What follows belongs to an exercise in optimizing a design on an open flow for small area, a short achievable clock period and few clock cycles per item; a production flow would make more cautious choices.
Function was checked by simulation only, so behaviour that the tests miss may differ from the original.
Power figures rest on the tool's default switching activity, not on a simulated workload.

oak:
==> flow/design.v (excerpt) <==
module process_table_round_robin_scheduler #(
    parameter int TABLE_ENTRIES = prrs_pkg::TABLE_ENTRIES_DEFAULT
) (
    input  logic           clk,
    input  logic           rst_n,
    input  logic           req_valid,
    output logic           req_stall,
    input  prrs_pkg::req_t req,
    output logic           rsp_valid,
    input  logic           rsp_stall,
    output prrs_pkg::rsp_t rsp
);
export LEC_CHECK = 0
export ABC_AREA = 1
export CAP_MARGIN = 20
export CORE_MARGIN = 2
export CORE_UTILIZATION = 50
export CTS_CLUSTER_DIAMETER = 60
export CTS_CLUSTER_SIZE = 20
export SLEW_MARGIN = 20
export TNS_END_PERCENT = 20
create_clock -name core_clock -period 10.0 [get_ports {clk}]
standard.sh (not shown) runs the stock make flow with config.mk's settings and CLKGATE_MAP_FILE= SYNTH_SCRIPT=/design/flow/synth_recipe.tcl, a recipe that flattens the netlist after the stock synthesis.
==> flow/flow/run.sh <==
#!/bin/bash
set -euo pipefail
bash standard.sh SETUP_SLACK_MARGIN=6.8 "BUFFER_PORTS_ARGS=-buffer_cell sky130_fd_sc_hd__buf_4" finish > standard_flow.log 2>&1
oak: full flow OK, the timing, design-rule and antenna checks passed
Testbench counts of oak, summed over its fixed seeds: cycles 24,016, items 24,000.
Relative to oak, the following input files were edited for pine:
Settings: swapping 50 for 40 in CORE_UTILIZATION; swapping 20 for 35 in TNS_END_PERCENT.
--- outcome ---
- Clock tree buffer count of the final layout of pine exceeds that of oak by more than 10%.
- Summary: die area, pine worse than oak
- Against oak, pine comes in 8 lower on maximum fanout encountered on the critical timing path.
- Layer carrying the most global-route usage: met2 -> pine, met1 -> oak
- Arrival time at the worst endpoint: pine vs oak up 0.08 ns
- oak was smaller in final cell area than pine.
- The flow did not stop early for pine: all stages ran, and the layout cleared the timing, design-rule and antenna checks.
- Diff pine and oak: final critical path time including I/O delays and setup lower in pine
- In terms of part of the total power dissipated in the clock network, pine and oak differ only marginally.
The inputs of birch differ from those of pine as listed below.
Settings: ABC_AREA no longer set, was 1; TNS_END_PERCENT now 20, was 35.
==> flow/flow/run.sh <==
#!/bin/bash
set -euo pipefail
bash standard.sh SETUP_SLACK_MARGIN=6.5 finish > standard_flow.log 2>&1
Results
Looking at first-iteration DRC count, birch sits 11% above pine. Delta (birch minus pine): final critical path time including I/O delays and setup went up by 0.25 ns; via count went down by 2977; relative contribution of combinational cells to total power went down by 6.0 points; final cell count went down by about 20%. The hold slack in birch was lower than what pine gave.
What maple does differently from birch at the input level:
==> flow/flow/run.sh <==
#!/bin/bash
set -euo pipefail
bash standard.sh SETUP_SLACK_MARGIN=6.8 "BUFFER_PORTS_ARGS=-buffer_cell sky130_fd_sc_hd__buf_4" finish > standard_flow.log 2>&1
Notes after the runs:
maple vs. birch: non-clock buffer count in the final layout now sits higher, final non-filler cell area now sits higher, fmax now sits higher, area added between synthesis and finish now sits higher. When the final numbers for maple and birch were put side by side, the clock group share of total power turned out to be greater in maple. birch -> maple: count of nets left with antenna violations after detail routing delta 0, exact match. Max worst setup slack across maple and birch: maple.

Starting RTL as in the previous note.
export LEC_CHECK = 0
export CAP_MARGIN = 20
export CORE_MARGIN = 2
export CORE_UTILIZATION = 40
export CTS_CLUSTER_DIAMETER = 60
export CTS_CLUSTER_SIZE = 20
export SLEW_MARGIN = 20
export TNS_END_PERCENT = 20
create_clock -name core_clock -period 10.0 [get_ports {clk}]
==> flow/flow/run.sh <==
#!/bin/bash
set -euo pipefail
bash standard.sh SETUP_SLACK_MARGIN=6.2 finish > standard_flow.log 2>&1
The baseline finished clean.
Testbench counts at the start, summed over its fixed seeds: cycles 24,016, items 24,000.
Change:
==> flow/flow/run.sh (replaced) <==
#!/bin/bash
set -euo pipefail
bash standard.sh SETUP_SLACK_MARGIN=6.9 "BUFFER_PORTS_ARGS=-buffer_cell sky130_fd_sc_hd__buf_4" finish > standard_flow.log 2>&1
Settings changed: ABC_AREA set to 1.
Fmax grows by 16%.
Count of clock-buffer cells in the layout grows by 6.
Die area grows by 1.5%.
Change:
==> flow/run.sh (new file) <==
#!/bin/bash
# synth_recipe.tcl (not shown) runs the flow's synth.tcl, then flattens the netlist and writes it again
# the make line also repeats each setting of config.mk as NAME=value (left out here)
make -C /OpenROAD-flow-scripts/flow DESIGN_CONFIG=/design/flow/config.mk WORK_HOME=/design/flow/orfs CLKGATE_MAP_FILE= SYNTH_SCRIPT=/design/flow/synth_recipe.tcl finish
Settings changed: ABC_AREA 1 to not set, SETUP_SLACK_MARGIN set to 5.
removed: flow/flow/run.sh
removed: flow/standard.sh
=> Critical path depth came out lower by 5; synthesized area shrinks by 1.5%; register-to-register slack got worse by 1.4 ns; sequential share of layout area went up by 4.8 points; first-iteration DRC count rises by about 1.5%; via count is lower by about 13%.
Change:
==> flow/flow/run.sh (new file) <==
#!/bin/bash
set -euo pipefail
bash standard.sh SETUP_SLACK_MARGIN=6.8 "BUFFER_PORTS_ARGS=-buffer_cell sky130_fd_sc_hd__buf_4" finish > standard_flow.log 2>&1
==> flow/standard.sh (new file) <==
#!/bin/bash
# synth_recipe.tcl (not shown) runs the flow's synth.tcl, then flattens the netlist and writes it again
# the make line also repeats each setting of config.mk as NAME=value (left out here)
make -C /OpenROAD-flow-scripts/flow DESIGN_CONFIG=/design/flow/config.mk WORK_HOME=/design/flow/orfs CLKGATE_MAP_FILE= SYNTH_SCRIPT=/design/flow/synth_recipe.tcl "${@:-finish}"
Settings changed: ABC_AREA set to 1, CTS_CLUSTER_DIAMETER 60 to 70, CTS_CLUSTER_SIZE 20 to 24, SETUP_SLACK_MARGIN 5 to not set.
removed: flow/run.sh
Outcome: The changed run finished with timing, DRC and antenna clean; combinational power grows by well over a third; total power grows by a few percent; clock-buffer cell count shrinks by 10.
Change:
Settings changed: CTS_CLUSTER_DIAMETER 70 to 60, CTS_CLUSTER_SIZE 24 to 20.
Effect:
- The new run passed the timing, design-rule and antenna checks
- worst setup slack gains 0.10 ns
- wire length goes up slightly
- cell count went up slightly
- die area is unchanged
- utilization goes up by 0.69 points
- first-iteration DRC count shrinks by a few percent
- clock skew shrinks by 0.010 ns
- area after synthesis does not change
- non-clock buffer count climbs by 10

run E:
Another version of the RTL of process_table_round_robin_scheduler (not shown whole).
Size in the first run: roughly 3,600 cells after synthesis, about 610 flip-flops, about 29 I/O pins, roughly 33,000 um2 of cells after synthesis.
clock: 10.0 ns
lec_check: 0
cap_margin: 20
core_margin: 2
core_utilization: 40
cts_cluster_diameter: 60
cts_cluster_size: 20
slew_margin: 20
tns_end_percent: 20
==> flow/flow/run.sh <==
#!/bin/bash
set -euo pipefail
bash standard.sh SETUP_SLACK_MARGIN=6.5 "BUFFER_PORTS_ARGS=-buffer_cell sky130_fd_sc_hd__buf_4" finish > standard_flow.log 2>&1
Testbench counts of run E, summed over its fixed seeds: cycles 24,016, items 24,000.
--- input diff run E..run C ---
# run E
export LEC_CHECK = 0
export CAP_MARGIN = 20
export CORE_MARGIN = 2
export CORE_UTILIZATION = 40
export CTS_CLUSTER_DIAMETER = 60
export CTS_CLUSTER_SIZE = 20
export SLEW_MARGIN = 20
export TNS_END_PERCENT = 20
create_clock -name core_clock -period 10.0 [get_ports {clk}]
# run C
export LEC_CHECK = 0
export ABC_AREA = 1
export CAP_MARGIN = 20
export CORE_MARGIN = 2
export CORE_UTILIZATION = 40
export CTS_CLUSTER_DIAMETER = 60
export CTS_CLUSTER_SIZE = 20
export SLEW_MARGIN = 20
export TNS_END_PERCENT = 20
create_clock -name core_clock -period 10.0 [get_ports {clk}]
==> flow/flow/run.sh <==
#!/bin/bash
set -euo pipefail
bash standard.sh SETUP_SLACK_MARGIN=6.8 "BUFFER_PORTS_ARGS=-buffer_cell sky130_fd_sc_hd__buf_4" finish > standard_flow.log 2>&1
### Flow results
Comparing run C with run E, the clock tree cell share of total cell area came out essentially unchanged.
Comparing run E and run C, highest ir drop seen on vdd is lower on run C.
Cmp run E and run C / synthesized area / higher: run C
Cmp run E and run C / number of logic stages on the critical path including buffering / lower: run E
Run C ran to completion and came out clean on the timing, design-rule and antenna checks.

separate check: timing with driven ports:
The flow's constraints put no driver on any port. The routed layouts listed below were extracted and timed again, unchanged, in two steps.
Step 1 sets driving cells, clkbuf_16 on the clock port and buf_2 on the other inputs (assumed; they add their load-dependent delay and slew).
Step 2 adds t to the input delays and takes it off the output delays; t is the mean of the earliest and latest rising clock arrival at the registers after step 1. Input paths then give back, and output paths get back, about the clock's delay inside the block.
Slacks: ideal / step 1 / step 2; pairs: ideal / step 1.
run | t (ns) | setup WS [ns] | slew at the worst register clock pin (ns)
oak | 0.693 | 6.550 / 6.550 / 6.328 | 0.09 / 0.09
pine | 0.722 | 6.609 / 6.609 / 6.324 | 0.08 / 0.08
birch | 0.691 | 6.357 / 6.356 / 5.860 | 0.09 / 0.09
maple | 0.704 | 6.442 / 6.442 / 6.368 | 0.09 / 0.09
the first run of note 2 | 0.689 | 6.131 / 6.131 / 5.723 | 0.09 / 0.09
the second run of note 2 | 0.728 | 6.677 / 6.677 / 6.349 | 0.09 / 0.09
the third run of note 2 | 0.699 | 5.232 / 5.232 / 5.232 | 0.09 / 0.09
the fourth run of note 2 | 0.695 | 6.552 / 6.552 / 6.295 | 0.10 / 0.10
the fifth run of note 2 | 0.717 | 6.655 / 6.655 / 6.317 | 0.08 / 0.08
run E | 0.716 | 6.220 / 6.220 / 6.220 | 0.09 / 0.09
run C | 0.718 | 6.556 / 6.556 / 6.381 | 0.09 / 0.09
After both steps setup and hold are still met in every run listed. For birch, which loses most, drivers alone change the setup slack by -0.001 ns; drivers and shift together by -0.497 ns. The worst setup slack also covers recovery checks on asynchronous resets.
